This is an optimization exercise on Yosys and OpenROAD, whose aim is small area and a short achievable clock period, not a production implementation.
Only simulation tests tie the RTL to the original design; equivalence was not proved.
Power figures rest on the tool's default switching activity, not on a simulated workload.

==> design/flow/design.v <==
package isp_video_pkg;
    localparam int PIX_WIDTH  = 10;
    localparam int IMG_WIDTH  = 16;
    localparam int IMG_HEIGHT = 8;
    typedef logic [PIX_WIDTH-1:0]           pix_t;
    typedef logic [$clog2(IMG_WIDTH)-1:0]   col_t;
    typedef logic [$clog2(IMG_HEIGHT)-1:0]  row_t;
    typedef logic [PIX_WIDTH+3:0]           sum_t;
    typedef struct packed {
        pix_t data;
        logic user;
        logic last;
        logic valid;
    } pix_beat_t;
    typedef struct packed {
        pix_t p00;
        pix_t p01;
        pix_t p02;
        pix_t p10;
        pix_t p11;
        pix_t p12;
        pix_t p20;
        pix_t p21;
        pix_t p22;
        logic user;
        logic last;
        logic valid;
    } win3x3_t;
endpackage
package isp_ctrl_pkg;
    typedef logic [9:0] thresh_t;
    typedef struct packed {
        logic    dpc_en;
        thresh_t dpc_threshold;
        logic    gauss_en;
    } isp_cfg_t;
endpackage
`timescale 1ns/1ps
module isp_window_3x3
#(
    parameter int DEPTH = 34
)
(
    input  logic                  pixel_clk,
    input  logic                  shift,
    input  logic [9:0]            pix_in,
    output logic [DEPTH:1][9:0]   dl
);
    always_ff @(posedge pixel_clk)
    begin
        if (shift)
            dl <= {dl[DEPTH-1:1], pix_in};
    end
endmodule
`timescale 1ns/1ps
module isp_dpc
(
    input  logic       dpc_en,
    input  logic [9:0] dpc_threshold,
    input  logic [9:0] p00,
    input  logic [9:0] p01,
    input  logic [9:0] p02,
    input  logic [9:0] p10,
    input  logic [9:0] p11,
    input  logic [9:0] p12,
    input  logic [9:0] p20,
    input  logic [9:0] p21,
    input  logic [9:0] p22,
    output logic [9:0] mid
);
    logic [7:0][9:0] nb;
    logic [10:0] lo_lim;
    logic [10:0] hi_lim;
    logic [7:0] below;
    logic [7:0] above;
    logic [11:0] orth_sum;
    assign nb = {p00, p01, p02, p10, p12, p20, p21, p22};
    assign lo_lim = {1'b0, p11} - {1'b0, dpc_threshold};
    assign hi_lim = {1'b0, p11} + {1'b0, dpc_threshold};
    always_comb
    begin
        for (int i = 0; i < 8; i++)
        begin
            below[i] = nb[i] < lo_lim[9:0];
            above[i] = nb[i] > hi_lim[9:0];
        end
    end
    assign orth_sum = {2'b00, p01} + {2'b00, p10} + {2'b00, p12} + {2'b00, p21};
    assign mid = (dpc_en && ((!lo_lim[10] && (&below)) || (!hi_lim[10] && (&above))))
               ? orth_sum[11:2] : p11;
endmodule
`timescale 1ns/1ps
module isp_gauss
(
    input  logic        gauss_en,
    input  logic [9:0]  m_top,       
    input  logic [9:0]  m_mid,       
    input  logic [9:0]  m_new,       
    input  logic [11:0] v_c1,        
    input  logic [11:0] v_c2,        
    input  logic [9:0]  m_ctr,       
    output logic [11:0] v_c0,        
    output logic [9:0]  out
);
    logic [13:0] total;
    assign v_c0  = {2'b00, m_top} + {1'b0, m_mid, 1'b0} + {2'b00, m_new};
    assign total = {2'b00, v_c2} + {1'b0, v_c1, 1'b0} + {2'b00, v_c0};
    assign out = gauss_en ? total[13:4] : m_ctr;
endmodule
`timescale 1ns/1ps
module isp_top
(
    input  logic    pixel_clk,
    input  logic    rst_n,
    input  logic [9:0]    s_axis_tdata,
    input  logic    s_axis_tuser,
    input  logic    s_axis_tlast,
    input  logic    s_axis_tvalid,
    output logic    s_axis_tready,
    output logic [9:0]    m_axis_tdata,
    output logic    m_axis_tuser,
    output logic    m_axis_tlast,
    output logic    m_axis_tvalid,
    input  logic    m_axis_tready,
    input  logic    dpc_en,
    input  isp_ctrl_pkg::thresh_t dpc_threshold,
    input  logic    gauss_en
);
    localparam int W = isp_video_pkg::IMG_WIDTH;
    logic adv;
    logic take;
    logic [9:0] thr;
    logic [9:0] in_data;
    logic in_user, in_last, in_valid;
    logic in_c1, in_c2, in_r1, in_r2;
    logic [9:0] m_data;
    logic m_user, m_last, m_valid;
    logic m_c1, m_c2, m_r1, m_r2;
    logic [2*W+2:1][9:0] dl_in;
    logic [2*W:1][9:0] dl_m;
    logic [9:0] mid;
    logic [11:0] v_c0, v_c1, v_c2;
    logic [9:0] smooth;
    logic [9:0] out_data;
    logic out_user, out_last, out_valid;
    assign adv           = m_axis_tready;
    assign s_axis_tready = m_axis_tready;
    assign take          = adv && s_axis_tvalid;
    always_ff @(posedge pixel_clk)
        thr <= dpc_threshold;
    always_ff @(posedge pixel_clk or negedge rst_n)
    begin
        if (!rst_n)
        begin
            in_valid  <= 1'b0;
            m_valid   <= 1'b0;
            out_valid <= 1'b0;
        end
        else if (adv)
        begin
            in_valid  <= s_axis_tvalid;
            m_valid   <= in_valid;
            out_valid <= m_valid;
        end
    end
    always_ff @(posedge pixel_clk)
    begin
        if (take)
        begin
            in_data <= s_axis_tdata;
            in_user <= s_axis_tuser;
            in_last <= s_axis_tlast;
            if (s_axis_tuser)
            begin
                in_c1 <= 1'b0;
                in_c2 <= 1'b0;
                in_r1 <= 1'b0;
                in_r2 <= 1'b0;
            end
            else if (in_last)
            begin
                in_c1 <= 1'b0;
                in_c2 <= 1'b0;
                in_r1 <= 1'b1;
                in_r2 <= in_r1;
            end
            else
            begin
                in_c1 <= 1'b1;
                in_c2 <= in_c1;
            end
        end
    end
    isp_window_3x3 #(.DEPTH(2*W+2)) u_dl_in (
        .pixel_clk (pixel_clk),
        .shift     (adv && in_valid),
        .pix_in    (in_data),
        .dl        (dl_in)
    );
    isp_dpc u_dpc (
        .dpc_en        (dpc_en),
        .dpc_threshold (thr),
        .p00 (dl_in[2*W+2] & {10{in_r2 & in_c2}}),
        .p01 (dl_in[2*W+1] & {10{in_r2 & in_c1}}),
        .p02 (dl_in[2*W]   & {10{in_r2}}),
        .p10 (dl_in[W+2]   & {10{in_r1 & in_c2}}),
        .p11 (dl_in[W+1]   & {10{in_r1 & in_c1}}),
        .p12 (dl_in[W]     & {10{in_r1}}),
        .p20 (dl_in[2]     & {10{in_c2}}),
        .p21 (dl_in[1]     & {10{in_c1}}),
        .p22 (in_data),
        .mid (mid)
    );
    always_ff @(posedge pixel_clk)
    begin
        if (adv)
        begin
            m_data <= mid;
            m_user <= in_user;
            m_last <= in_last;
            m_c1   <= in_c1;
            m_c2   <= in_c2;
            m_r1   <= in_r1;
            m_r2   <= in_r2;
        end
    end
    isp_window_3x3 #(.DEPTH(2*W)) u_dl_m (
        .pixel_clk (pixel_clk),
        .shift     (adv && m_valid),
        .pix_in    (m_data),
        .dl        (dl_m)
    );
    always_ff @(posedge pixel_clk)
    begin
        if (adv && m_valid)
        begin
            v_c1 <= v_c0;
            v_c2 <= v_c1;
        end
    end
    isp_gauss u_gauss (
        .gauss_en (gauss_en),
        .m_top    (dl_m[2*W] & {10{m_r2}}),
        .m_mid    (dl_m[W]   & {10{m_r1}}),
        .m_new    (m_data),
        .v_c1     (v_c1 & {12{m_c1}}),
        .v_c2     (v_c2 & {12{m_c2}}),
        .m_ctr    (dl_m[W+1] & {10{m_r1 & m_c1}}),
        .v_c0     (v_c0),
        .out      (smooth)
    );
    always_ff @(posedge pixel_clk)
    begin
        if (adv)
        begin
            out_data <= smooth;
            out_user <= m_user;
            out_last <= m_last;
        end
    end
    assign m_axis_tdata  = out_data;
    assign m_axis_tuser  = out_user;
    assign m_axis_tlast  = out_last;
    assign m_axis_tvalid = out_valid;
endmodule
==> design/flow/run.sh <==
#!/bin/bash
# synth_recipe.tcl (not shown) runs the flow's synth.tcl, then flattens the netlist and writes it again
# the make line also repeats each setting of config.mk as NAME=value (left out here)
make -C /OpenROAD-flow-scripts/flow DESIGN_CONFIG=/design/flow/config.mk WORK_HOME=/design/flow/orfs CLKGATE_MAP_FILE= SYNTH_SCRIPT=/design/flow/synth_recipe.tcl finish
==> design/flow/config.mk <==
export PLATFORM = sky130hd
export DESIGN_NAME = isp_top
export DESIGN_NICKNAME = isp_top
export VERILOG_FILES = /design/flow/design.v
export SDC_FILE = /design/flow/constraint.sdc
export NUM_CORES = 4
export LEC_CHECK = 0
export CAP_MARGIN = 20
export CORE_MARGIN = 2
export CORE_UTILIZATION = 40
export SLEW_MARGIN = 20
==> design/flow/constraint.sdc <==
create_clock -name core_clock -period 16.0 [get_ports {pixel_clk}]
set_input_delay 3.2000 -clock core_clock [delete_from_list [all_inputs] [get_ports {pixel_clk}]]
set_output_delay 3.2000 -clock core_clock [all_outputs]
set_load 0.01 [all_outputs]
==> run summary <==
layer usage:
metal / vias to the layer above / wire [µm] / track usage [%]
li1: 6991 / - / -
met2: 320 / 26000 / 23.2
met5: - / 13 / 0
met4: 2 / 1140 / 4.50
met1: 7474 / 27300 / 21.1
met3: 96 / 2680 / 3.07
state kept, by name, summed over array words and instances, names as in the netlist, 10 cells and up:
signal	count
u_dl_in.dl	340
v_c2	12
in_data	10
u_dl_m.dl	320
out_data	10
v_c1	12
m_data	10
thr	10
cell usage after synthesis (3+ instances only):
cell	count	area [µm²]
sky130_fd_sc_hd__o22ai_1	5	31.3
sky130_fd_sc_hd__a211oi_1	10	75.1
sky130_fd_sc_hd__a21oi_1	69	345
sky130_fd_sc_hd__o21a_1	15	113
sky130_fd_sc_hd__fa_1	33	661
sky130_fd_sc_hd__clkbuf_8	4	55.1
sky130_fd_sc_hd__nand4_1	26	163
sky130_fd_sc_hd__edfxtp_1	728	21900
sky130_fd_sc_hd__a31o_2	5	43.8
sky130_fd_sc_hd__nor3_1	20	100
sky130_fd_sc_hd__ha_1	199	2490
sky130_fd_sc_hd__or2_2	7	43.8
sky130_fd_sc_hd__a21boi_0	3	22.5
sky130_fd_sc_hd__a22o_1	4	35.0
sky130_fd_sc_hd__nor2_1	31	116
sky130_fd_sc_hd__inv_1	134	503
sky130_fd_sc_hd__dfxtp_1	10	200
sky130_fd_sc_hd__buf_6	5	56.3
sky130_fd_sc_hd__nand2_1	90	338
sky130_fd_sc_hd__maj3_1	3	30.0
sky130_fd_sc_hd__o2111ai_1	3	26.3
sky130_fd_sc_hd__o211ai_1	10	75.1
sky130_fd_sc_hd__a22oi_1	4	30.0
sky130_fd_sc_hd__a31oi_1	4	25.0
sky130_fd_sc_hd__o311ai_1	4	35.0
sky130_fd_sc_hd__nand3_1	49	245
sky130_fd_sc_hd__xor2_1	11	96.3
sky130_fd_sc_hd__nor2b_1	12	75.1
sky130_fd_sc_hd__o31a_1	3	26.3
sky130_fd_sc_hd__a211o_1	5	43.8
sky130_fd_sc_hd__a21o_1	20	150
sky130_fd_sc_hd__clkbuf_1	18	67.6
sky130_fd_sc_hd__and2_1	43	269
sky130_fd_sc_hd__nor4_1	7	43.8
sky130_fd_sc_hd__nand2b_1	9	56.3
sky130_fd_sc_hd__or3_1	6	37.5
sky130_fd_sc_hd__o21bai_1	9	67.6
sky130_fd_sc_hd__dfrtp_1	3	75.1
sky130_fd_sc_hd__and3_1	34	213
sky130_fd_sc_hd__o21ai_0	40	200
sky130_fd_sc_hd__o31ai_1	8	60.1
sky130_fd_sc_hd__xnor2_1	30	263
stage by stage:
| stage | std cells | util [%] | total power, W | hold slack, ns | worst slack [ns] |
|---|---|---|---|---|---|
| finish | 2918 | 45.8 | 0.00449 | 0.389 | 8.38 |
| detailed placement | 2780 | 42.5 | 0.00280 | 0.405 | 8.34 |
| CTS | 2917 | 45.8 | 0.00456 | 0.386 | 8.34 |
| global placement | 2780 | 42.5 | 0.00279 | 0.401 | 8.35 |
| global route | 2917 | 45.8 | 0.00469 | 0.391 | 8.29 |
| floorplan | 1780 | - | 0.00268 | 0.400 | 4.30 |
layout make-up:
type / instances / area share, %
Sequential cell: 741 / 65.2
Multi-Input combinational cell: 877 / 20.9
Clock buffer: 90 / 5.72
Tap cell: 969 / 3.57
Timing Repair Buffer: 59 / 1.66
Clock inverter: 47 / 1.53
Inverter: 134 / 1.48
Antenna cell: 1 / 0.00737
worst min path at each step:
| stage | startpoint | end | slack [ns] |
|---|---|---|---|
| floorplan | in_user$_DFFE_PP_ | m_user$_DFFE_PP_ | 0.40 |
| global placement | u_dl_in.dl[223]$_DFFE_PP_ | u_dl_in.dl[233]$_DFFE_PP_ | 0.40 |
| detailed placement | u_dl_in.dl[126]$_DFFE_PP_ | u_dl_in.dl[136]$_DFFE_PP_ | 0.40 |
| CTS | u_dl_in.dl[212]$_DFFE_PP_ | u_dl_in.dl[222]$_DFFE_PP_ | 0.39 |
| global route | u_dl_in.dl[194]$_DFFE_PP_ | u_dl_in.dl[204]$_DFFE_PP_ | 0.39 |
| finish | u_dl_in.dl[250]$_DFFE_PP_ | u_dl_in.dl[260]$_DFFE_PP_ | 0.39 |
power by group through the flow:
stage / clock network [W] / logic, W / registers [W]
finish: 0.00173 / 0.000441 / 0.00232
global route: 0.00186 / 0.000495 / 0.00233
CTS: 0.00179 / 0.000442 / 0.00232
detailed placement: 0 / 0.000440 / 0.00236
global placement: 0 / 0.000428 / 0.00236
floorplan: 0 / 0.000299 / 0.00238
worst max-delay path: stages:
cell and delay [ns]:
sky130_fd_sc_hd__buf_2 0.09, sky130_fd_sc_hd__buf_4 0.40, sky130_fd_sc_hd__clkdlybuf4s50_1 0.70
logic make-up (layout without fill, tap and decap cells):
logic type	count (synthesis)	after routing
flops	741	741
simple gates	353	353
compound gates	246	246
fa+ha+maj	235	235
buf+inv	162	330
xor+xnor	41	41
mux	2	2
other cells	0	1
==> out/metrics.cfg <==
[synth]
post_synth_and_or_nand_nor_area_fraction_pct=6.26
syn-mean-instance-area_um2=16.8
seq_area_frac_synth_pct=74.0
synthesis.area_um2=29900
synthXorXnorAreaFrac_pct=1.20
synth_top_family_by_area=adder cells
synth-warning-count=4
complex_gate_fraction_of_the_synthesized_area_pct=5.52
ys_dominant_reg_cell=sky130_fd_sc_hd__edfxtp_1
synth.net_count=2040
synth_edf_count=728
yosys.cell_types.count=78
fraction_of_synthesized_area_in_multiplexers_pct=0.0753
synthAdderAreaFrac_pct=10.6
syn-instance-count=1780
asyncSetResetFlopFracSynth_pct=0.405
synth-seq-cells=741

[placed_design]
gp_congestion=0.851
placedInstanceArea_um2=31500
place_hpwl_um=37600
number_of_port_buffers=41

[final_layout]
final_design_area_no_fill_um2=34000
final_layout_size_suffix_gt1_share_pct=8.32
syn_to_final_growth_pct=13.6
seqCellArea_um2=22100
layout.cells.most_common=sky130_fd_sc_hd__edfxtp_1
final_nets=2148
multiInputGateArea_um2=7090
mostFrequentLayoutCells=sky130_fd_sc_hd__edfxtp_1, sky130_fd_sc_hd__ha_1, sky130_fd_sc_hd__inv_1, sky130_fd_sc_hd__nand2_1, sky130_fd_sc_hd__clkbuf_16
nFillCells=6371

[global_routing]
grt_pass1_wl_um=87900
grt.overflow.total=0
pin_count_of_the_biggest_net_entering_global_routing=204
globalRouteTotalUtil_pct=14.9
via_count_of_the_first_global_routing_pass=15100
grt_antenna_before_repair=2

[drt]
pre_repair_dr_iteration_count=6
dr.first_iter.drc_count=1136
avgViaCountPerCell=5.10
via_count=14900
finalWirelength_um=57100
routed_wire_length_per_instance_um=19.6
final_routed_drc_violation_total=0
drt.antenna.violating_nets=0

[cts]
post-cts-setup-buffers=0
root_buffer=sky130_fd_sc_hd__clkbuf_16
clock_tree.buffer_depth=3
cts.reportedPaths.clkPinSlew_ns=0.06
cts-buffers-inserted=75
tritoncts_num_sinks=741
ctsHoldBuffers=0
htreeDepth=3
clock_latency_ns=0.62
cts.repair.resized=0
clock_tree_from_tritoncts=done

[pwr]
power_density_nw_per_um2=132
power_leakage_nw=12.7
p_sw_w=0.00105
part_of_the_power_in_the_clock_network_pct=38.5
vdd_drop_max_mv=0.104
share_comb_of_total_power_pct=9.8
sw_frac_of_total_pct=23.4
power.internal_w=0.00344
seqPwrFrac_pct=51.7

[setup_path]
cp_max_fo=35
worst_ep_required_time_ns=12.80
worst_r2r_endpoint=m_data[3]$_DFFE_PP_
timing.critical_path.arrival_ns=4.42
critical_path_class=in -> out
startpoint_type=primary input
worst_setup_slack_for_register_to_register_paths_ns=9.91
timing.rr.start=in_c1$_SDFFCE_PP0P_
timing.critical_path.to=s_axis_tready
number_of_cells_on_the_worst_reg_to_reg_path=21
cp-startpoint=m_axis_tready
critPathCaptureType=output port

[hold_path]
hold_path.class=reg -> reg
hold_path_depth=0

[floorplanning]
initial_core_util_pct=40.3
row_count=100
boundaryPins=42
die_width_um=277
die_y_um=277
placeableCoreArea_um2=74200
die_outline_area_um2=77000

[sta]
max_clock_freq_mhz=131
final-setup-viol-count=0
timing.final.hold_violations=0
timing.final.crit_period_ns=7.62
timing.slew.headroom_pct=24.6
tightest_slew_ns=1.13
unrepaired_setup_endpoints_after_global_routing=false
final.setup.tns_ns=0
final_slew_violations=0
layout_worst_path_cycle_share_pct=47.6
clock_skew_ns=0.0379

[run_status]
run_status=no timing/DRC/antenna violations

[job]
drv_cap=0

==> separate check: timing with driven ports <==
How much do the figures lean on ideal ports? The routed layout below was timed once more, with nothing changed but the port constraints. Step 1 assumes that a clkbuf_16 drives the clock port and a buf_2 every other input. Step 2, shift: input delay + t, output delay - t, t = (earliest + latest rising clock arrival at the registers) / 2. This alone moves slack from input paths to output paths. Three values: ideal ports, drivers, drivers and shift; two values: the first two.
shift t [ns]: 0.672
setup WS [ns]: 8.381 / 8.344 / 8.344
hold WS [ns]: 0.389 / 0.389 / 0.389
worst setup path after step 2: input to output
latest minus earliest clock arrival (ns): 0.043 / 0.043
After both steps this run still meets setup and hold. For this run, drivers alone change the setup slack by -0.037 ns; drivers and shift together by -0.037 ns.
